This is an optimization exercise on Yosys and OpenROAD, whose aim is small area, not a production implementation.
At most, simulation tests tie the RTL to the original design; equivalence was not proved.
No activity file was given, so power comes from the tool's default toggle rates.

==> flow/design.v (excerpt) <==
module sliding_window_arq_sender (
	input  wire logic                             clk,
	input  wire logic                             arst_n,
	input  wire logic                             start,
	output logic                                  busy,
	input  wire logic [swarq_pkg::KIND_W-1:0]     kind,
	input  wire logic [swarq_pkg::SIZE_W-1:0]     payload_size,
	input  wire logic [swarq_pkg::SEQ_W-1:0]      ack_seq,
	input  wire logic [swarq_pkg::MAP_W-1:0]      received_map,
	output logic                                  result_valid,
	output logic      [swarq_pkg::OKIND_W-1:0]    out_kind,
	output logic      [swarq_pkg::SEQ_W-1:0]      out_seq,
	output logic      [swarq_pkg::SIZE_W-1:0]     out_size,
	output logic      [swarq_pkg::TOTAL_W-1:0]    delivered_bytes,
	output logic                                  last
);
	localparam int SW = swarq_pkg::SLOT_W;
	localparam int CW = swarq_pkg::CNT_W;
	localparam logic [2:0] S_TX   = 3'(swarq_pkg::OUT_TX);
	localparam logic [2:0] S_PB   = 3'(swarq_pkg::OUT_RETX);      
	localparam logic [2:0] S_REF  = 3'(swarq_pkg::OUT_REFUSED);
	localparam logic [2:0] S_FIN  = 3'(swarq_pkg::OUT_FINISHED);
	localparam logic [2:0] S_STAT = 3'(swarq_pkg::OUT_STATUS);
	localparam logic [2:0] S_IDLE = 3'd5;
	localparam logic [2:0] S_RET  = 3'd6;                          
	localparam logic [2:0] S_PA   = 3'd7;                          
	logic [2:0]                    state_q;
	logic [swarq_pkg::SEQ_W-1:0]   base_q;
	logic [CW-1:0]                 count_q;
	logic [swarq_pkg::TOTAL_W-1:0] total_q;
	logic                          fin_q;
	logic [SW-1:0]                 pos_q;
	logic [swarq_pkg::MAP_W-1:0]   map_q;
	logic                          is_ack_q;
	logic [CW-1:0]                 aux_q;
	logic                          any_q;
	logic                          accept;
	logic                          refuse;
	logic [swarq_pkg::SEQ_W-1:0]   ahead;
	logic [CW-1:0]                 pops;
	logic                          cand;
	logic                          ret;
	logic                          ret_q;
	logic [swarq_pkg::SIZE_W-1:0]  tap_d1;
	logic                          we;
	logic [swarq_pkg::SIZE_W-1:0]  tap;
	logic [swarq_pkg::TOTAL_W:0]   sum;
	logic [CW-1:0]                 seq_off;
	assign busy   = (state_q != S_IDLE) || (SW'(pos_q + 1'b1) != count_q[SW-1:0]);
  ...
Size: about 940 cells after synthesis, ~460 flip-flops.
==> module swarq_ram, before the edit <==
module swarq_ram #(
	parameter int WIDTH = 11,
	parameter int DEPTH = 32
) (
	input  wire logic             clk,
	input  wire logic             we,
	input  wire logic [WIDTH-1:0] wdata,
	output logic      [WIDTH-1:0] rdata,
	output logic      [WIDTH-1:0] rdata_d1
);
	logic [WIDTH-1:0] ring [DEPTH];
	always_ff @(posedge clk) begin
		ring[0] <= we ? wdata : ring[DEPTH-1];
		for (int k = 1; k < DEPTH; k++) begin
			ring[k] <= ring[k-1];
		end
	end
	assign rdata    = ring[0];
	assign rdata_d1 = ring[1];
endmodule
==> module sliding_window_arq_sender, before the edit <==
module sliding_window_arq_sender (
	input  wire logic                             clk,
	input  wire logic                             arst_n,
	input  wire logic                             start,
	output logic                                  busy,
	input  wire logic [swarq_pkg::KIND_W-1:0]     kind,
	input  wire logic [swarq_pkg::SIZE_W-1:0]     payload_size,
	input  wire logic [swarq_pkg::SEQ_W-1:0]      ack_seq,
	input  wire logic [swarq_pkg::MAP_W-1:0]      received_map,
	output logic                                  result_valid,
	output logic      [swarq_pkg::OKIND_W-1:0]    out_kind,
	output logic      [swarq_pkg::SEQ_W-1:0]      out_seq,
	output logic      [swarq_pkg::SIZE_W-1:0]     out_size,
	output logic      [swarq_pkg::TOTAL_W-1:0]    delivered_bytes,
	output logic                                  last
);
	localparam int SW = swarq_pkg::SLOT_W;
	localparam int CW = swarq_pkg::CNT_W;
	localparam logic [2:0] S_TX   = 3'(swarq_pkg::OUT_TX);
	localparam logic [2:0] S_PB   = 3'(swarq_pkg::OUT_RETX);      
	localparam logic [2:0] S_REF  = 3'(swarq_pkg::OUT_REFUSED);
	localparam logic [2:0] S_FIN  = 3'(swarq_pkg::OUT_FINISHED);
	localparam logic [2:0] S_STAT = 3'(swarq_pkg::OUT_STATUS);
	localparam logic [2:0] S_IDLE = 3'd5;
	localparam logic [2:0] S_RET  = 3'd6;                          
	localparam logic [2:0] S_PA   = 3'd7;                          
	logic [2:0]                    state_q;
	logic [swarq_pkg::SEQ_W-1:0]   base_q;
	logic [CW-1:0]                 count_q;
	logic [swarq_pkg::TOTAL_W-1:0] total_q;
	logic                          fin_q;
	logic [SW-1:0]                 pos_q;
	logic [swarq_pkg::MAP_W-1:0]   map_q;
	logic                          is_ack_q;
	logic [CW-1:0]                 aux_q;
	logic                          any_q;
	logic                          accept;
	logic                          refuse;
	logic [swarq_pkg::SEQ_W-1:0]   ahead;
	logic [CW-1:0]                 pops;
	logic                          cand;
	logic                          ret;
	logic                          ret_q;
	logic [swarq_pkg::SIZE_W-1:0]  tap_d1;
	logic                          we;
	logic [swarq_pkg::SIZE_W-1:0]  tap;
	logic [swarq_pkg::TOTAL_W:0]   sum;
	logic [CW-1:0]                 seq_off;
	assign busy   = (state_q != S_IDLE) || (SW'(pos_q + 1'b1) != count_q[SW-1:0]);
	assign accept = start && !busy;
	assign refuse = count_q[CW-1] || (payload_size > swarq_pkg::SIZE_W'(swarq_pkg::MAX_PAYLOAD));
	assign ahead  = ack_seq - base_q;
	assign pops   = ahead[swarq_pkg::SEQ_W-1] ? '0 :
		((ahead[swarq_pkg::SEQ_W-2:CW] != '0) ? '1 : ahead[CW-1:0]);
	assign we     = accept && !fin_q && (kind == swarq_pkg::KIND_SEND) && !refuse;
	assign cand   = (count_q[CW-1] || (pos_q < count_q[SW-1:0])) && !(is_ack_q && map_q[pos_q]);
	assign ret    = (state_q == S_RET) && (pos_q == '0) && (aux_q != '0) && (count_q != '0);
	assign sum    = {1'b0, total_q} + {{(swarq_pkg::TOTAL_W + 1 - swarq_pkg::SIZE_W){1'b0}},
		(ret_q ? tap_d1 : swarq_pkg::SIZE_W'(0))};
	swarq_ram #(
		.WIDTH(swarq_pkg::SIZE_W),
		.DEPTH(swarq_pkg::WINDOW_SLOTS)
	) u_size_ring (
		.clk     (clk),
		.we      (we),
		.wdata   (payload_size),
		.rdata   (tap),
		.rdata_d1(tap_d1)
	);
	always_ff @(posedge clk or negedge arst_n) begin
		if (!arst_n) begin
			pos_q   <= '0;
			base_q  <= '0;
			count_q <= '0;
			total_q <= '0;
			ret_q   <= 1'b0;
		end else begin
			ret_q   <= ret;
			pos_q   <= pos_q + SW'(!ret);
			base_q  <= base_q + swarq_pkg::SEQ_W'(ret);
			total_q <= sum[swarq_pkg::TOTAL_W] ? '1 : sum[swarq_pkg::TOTAL_W-1:0];
			if (we) begin
				count_q <= count_q + 1'b1;
			end else if (ret) begin
				count_q <= count_q - 1'b1;
			end
		end
	end
	always_ff @(posedge clk or negedge arst_n) begin
		if (!arst_n) begin
			state_q <= S_IDLE;
			fin_q   <= 1'b0;
		end else begin
			case (state_q)
				S_IDLE: begin
					if (accept) begin
						if (fin_q || (kind == swarq_pkg::KIND_FINISH)) begin
							fin_q   <= 1'b1;
							state_q <= S_FIN;
						end else if (kind == swarq_pkg::KIND_SEND) begin
							state_q <= refuse ? S_REF : S_TX;
						end else begin
							state_q <= S_RET;
						end
					end
				end
				S_RET: begin
					if (((aux_q == '0) || (count_q == '0)) && (pos_q == '1)) begin
						state_q <= S_PA;
					end
				end
				S_PA: begin
					if (pos_q == '1) begin
						if (any_q || cand) begin
							state_q <= S_PB;
						end else begin
							state_q <= is_ack_q ? S_STAT : S_IDLE;
						end
					end
				end
				S_PB: begin
					if (cand && (pos_q == aux_q[SW-1:0])) begin
						state_q <= S_IDLE;
					end
				end
				default: begin
					state_q <= S_IDLE;
				end
			endcase
		end
	end
	always_ff @(posedge clk) begin
		if (accept) begin
			map_q    <= received_map;
			is_ack_q <= (kind == swarq_pkg::KIND_ACK);
			aux_q    <= (kind == swarq_pkg::KIND_ACK) ? pops : '0;
			any_q    <= 1'b0;
		end else if (ret) begin
			aux_q <= aux_q - 1'b1;
		end else if ((state_q == S_PA) && cand) begin
			any_q            <= 1'b1;
			aux_q[SW-1:0]    <= pos_q;
		end
	end
	always_comb begin
		seq_off = {1'b0, pos_q};
		if ((state_q == S_FIN) || (state_q == S_STAT)) begin
			seq_off = '0;
		end else if (state_q == S_REF) begin
			seq_off = {count_q[CW-1], pos_q};
		end
	end
	assign result_valid    = (state_q == S_TX) || (state_q == S_REF) || (state_q == S_FIN) ||
		(state_q == S_STAT) || ((state_q == S_PB) && cand);
	assign out_kind        = state_q;
	assign out_seq         = base_q + swarq_pkg::SEQ_W'(seq_off);
	assign out_size        = ((state_q == S_TX) || (state_q == S_PB)) ? tap : '0;
	assign delivered_bytes = total_q;
	assign last            = (state_q != S_PB) || (pos_q == aux_q[SW-1:0]);
endmodule
clock: 7.0 ns
lec_check: 0
cap_margin: 20
core_margin: 2
core_utilization: 60
slew_margin: 20
standard.sh (not shown) runs the stock make flow with config.mk's settings and CLKGATE_MAP_FILE= SYNTH_SCRIPT=/design/flow/synth_recipe.tcl, a recipe that flattens the netlist after the stock synthesis.
==> flow/flow/run.sh <==
#!/bin/bash
# The standard ORFS layout with these changes:
#  - synthesis maps logic with an area-oriented ABC script (flow/abc.script) and without the
#    half/full-adder cell mapping and the Kogge-Stone carry lookahead (registers unchanged);
#  - port buffers use the smallest buffer cell;
#  - the clock tree uses small clock buffers and no dummy loads.
# ORFS's own output goes to standard.log; each step's log is under orfs/logs/.
set -euo pipefail
work=$(pwd)
sd=$work/scripts_abc
rm -rf "$sd"
mkdir -p "$sd"
for f in "$FLOW_HOME"/scripts/*; do ln -s "$f" "$sd/"; done
rm "$sd/abc_speed.script"
cp flow/abc.script "$sd/abc_speed.script"
bash standard.sh "SCRIPTS_DIR=$sd" "ADDER_MAP_FILE=" "SYNTH_OPERATIONS_ARGS=-nofsm" \
	"BUFFER_PORTS_ARGS=-buffer_cell sky130_fd_sc_hd__buf_1" \
	"CTS_ARGS=-sink_clustering_enable -repair_clock_nets -dont_use_dummy_load -buf_list sky130_fd_sc_hd__clkbuf_4 -sink_clustering_size 10 -sink_clustering_max_diameter 40" \
	finish > standard.log 2>&1
==> flow/flow/abc.script <==
strash
ifraig
scorr
dc2
dretime
strash
&get -n
&dch -f
&nf -R 1000
&put
Change:
--- a/flow/design.v
+++ b/flow/design.v
@@ -28,24 +28,22 @@
 	parameter int WIDTH = 11,
 	parameter int DEPTH = 32
 ) (
 	input  wire logic             clk,
 	input  wire logic             we,
 	input  wire logic [WIDTH-1:0] wdata,
-	output logic      [WIDTH-1:0] rdata,
-	output logic      [WIDTH-1:0] rdata_d1
+	output logic      [WIDTH-1:0] rdata
 );
 	logic [WIDTH-1:0] ring [DEPTH];
 	always_ff @(posedge clk) begin
 		ring[0] <= we ? wdata : ring[DEPTH-1];
 		for (int k = 1; k < DEPTH; k++) begin
 			ring[k] <= ring[k-1];
 		end
 	end
-	assign rdata    = ring[0];
-	assign rdata_d1 = ring[1];
+	assign rdata = ring[0];
 endmodule
 `default_nettype wire
 `default_nettype none
 module sliding_window_arq_sender (
 	input  wire logic                             clk,
 	input  wire logic                             arst_n,
@@ -85,14 +83,12 @@
 	logic                          accept;
 	logic                          refuse;
 	logic [swarq_pkg::SEQ_W-1:0]   ahead;
 	logic [CW-1:0]                 pops;
 	logic                          cand;
 	logic                          ret;
-	logic                          ret_q;
-	logic [swarq_pkg::SIZE_W-1:0]  tap_d1;
 	logic                          we;
 	logic [swarq_pkg::SIZE_W-1:0]  tap;
 	logic [swarq_pkg::TOTAL_W:0]   sum;
 	logic [CW-1:0]                 seq_off;
 	assign busy   = (state_q != S_IDLE) || (SW'(pos_q + 1'b1) != count_q[SW-1:0]);
 	assign accept = start && !busy;
@@ -101,32 +97,29 @@
 	assign pops   = ahead[swarq_pkg::SEQ_W-1] ? '0 :
 		((ahead[swarq_pkg::SEQ_W-2:CW] != '0) ? '1 : ahead[CW-1:0]);
 	assign we     = accept && !fin_q && (kind == swarq_pkg::KIND_SEND) && !refuse;
 	assign cand   = (count_q[CW-1] || (pos_q < count_q[SW-1:0])) && !(is_ack_q && map_q[pos_q]);
 	assign ret    = (state_q == S_RET) && (pos_q == '0) && (aux_q != '0) && (count_q != '0);
 	assign sum    = {1'b0, total_q} + {{(swarq_pkg::TOTAL_W + 1 - swarq_pkg::SIZE_W){1'b0}},
-		(ret_q ? tap_d1 : swarq_pkg::SIZE_W'(0))};
+		(ret ? tap : swarq_pkg::SIZE_W'(0))};
 	swarq_ram #(
 		.WIDTH(swarq_pkg::SIZE_W),
 		.DEPTH(swarq_pkg::WINDOW_SLOTS)
 	) u_size_ring (
-		.clk     (clk),
-		.we      (we),
-		.wdata   (payload_size),
-		.rdata   (tap),
-		.rdata_d1(tap_d1)
+		.clk  (clk),
+		.we   (we),
+		.wdata(payload_size),
+		.rdata(tap)
 	);
 	always_ff @(posedge clk or negedge arst_n) begin
 		if (!arst_n) begin
 			pos_q   <= '0;
 			base_q  <= '0;
 			count_q <= '0;
 			total_q <= '0;
-			ret_q   <= 1'b0;
 		end else begin
-			ret_q   <= ret;
 			pos_q   <= pos_q + SW'(!ret);
 			base_q  <= base_q + swarq_pkg::SEQ_W'(ret);
 			total_q <= sum[swarq_pkg::TOTAL_W] ? '1 : sum[swarq_pkg::TOTAL_W-1:0];
 			if (we) begin
 				count_q <= count_q + 1'b1;
 			end else if (ret) begin
Final area went up by 1.5%.
First-iteration DRC count falls by 24%.
Total power is lower by 2.7%.
Synthesized area is about the same.
Maximum frequency came out lower by 9.1%.
Core utilization went up by 0.99 points.
Count of clock-buffer cells in the layout stays the same.
For the first run of this note, only the layout was checked, not whether the RTL still works.

what the ideal ports hide:
The results above use ideal ports. As a check the final layouts listed here were re-extracted and re-timed, cells and wires unchanged.
Step 1, drivers: a clkbuf_16 drives clk and a buf_2 each remaining input, both assumed.
Step 2 adds t to the input delays and takes it off the output delays; t is the mean of the earliest and latest rising clock arrival at the registers after step 1. Input paths then give back, and output paths get back, about the clock's delay inside the block.
Slacks: ideal / step 1 / step 2; pairs: ideal / step 1.
run	t, ns	setup slack, ns	latest minus earliest clock arrival (ns)	cell pins on the clock port's net
the first run	0.681	0.937 / 0.896 / 1.171	0.109 / 0.108	1
the second run	0.680	0.329 / 0.329 / 0.329	0.089 / 0.089	1
After both steps setup and hold are still met in every run listed.
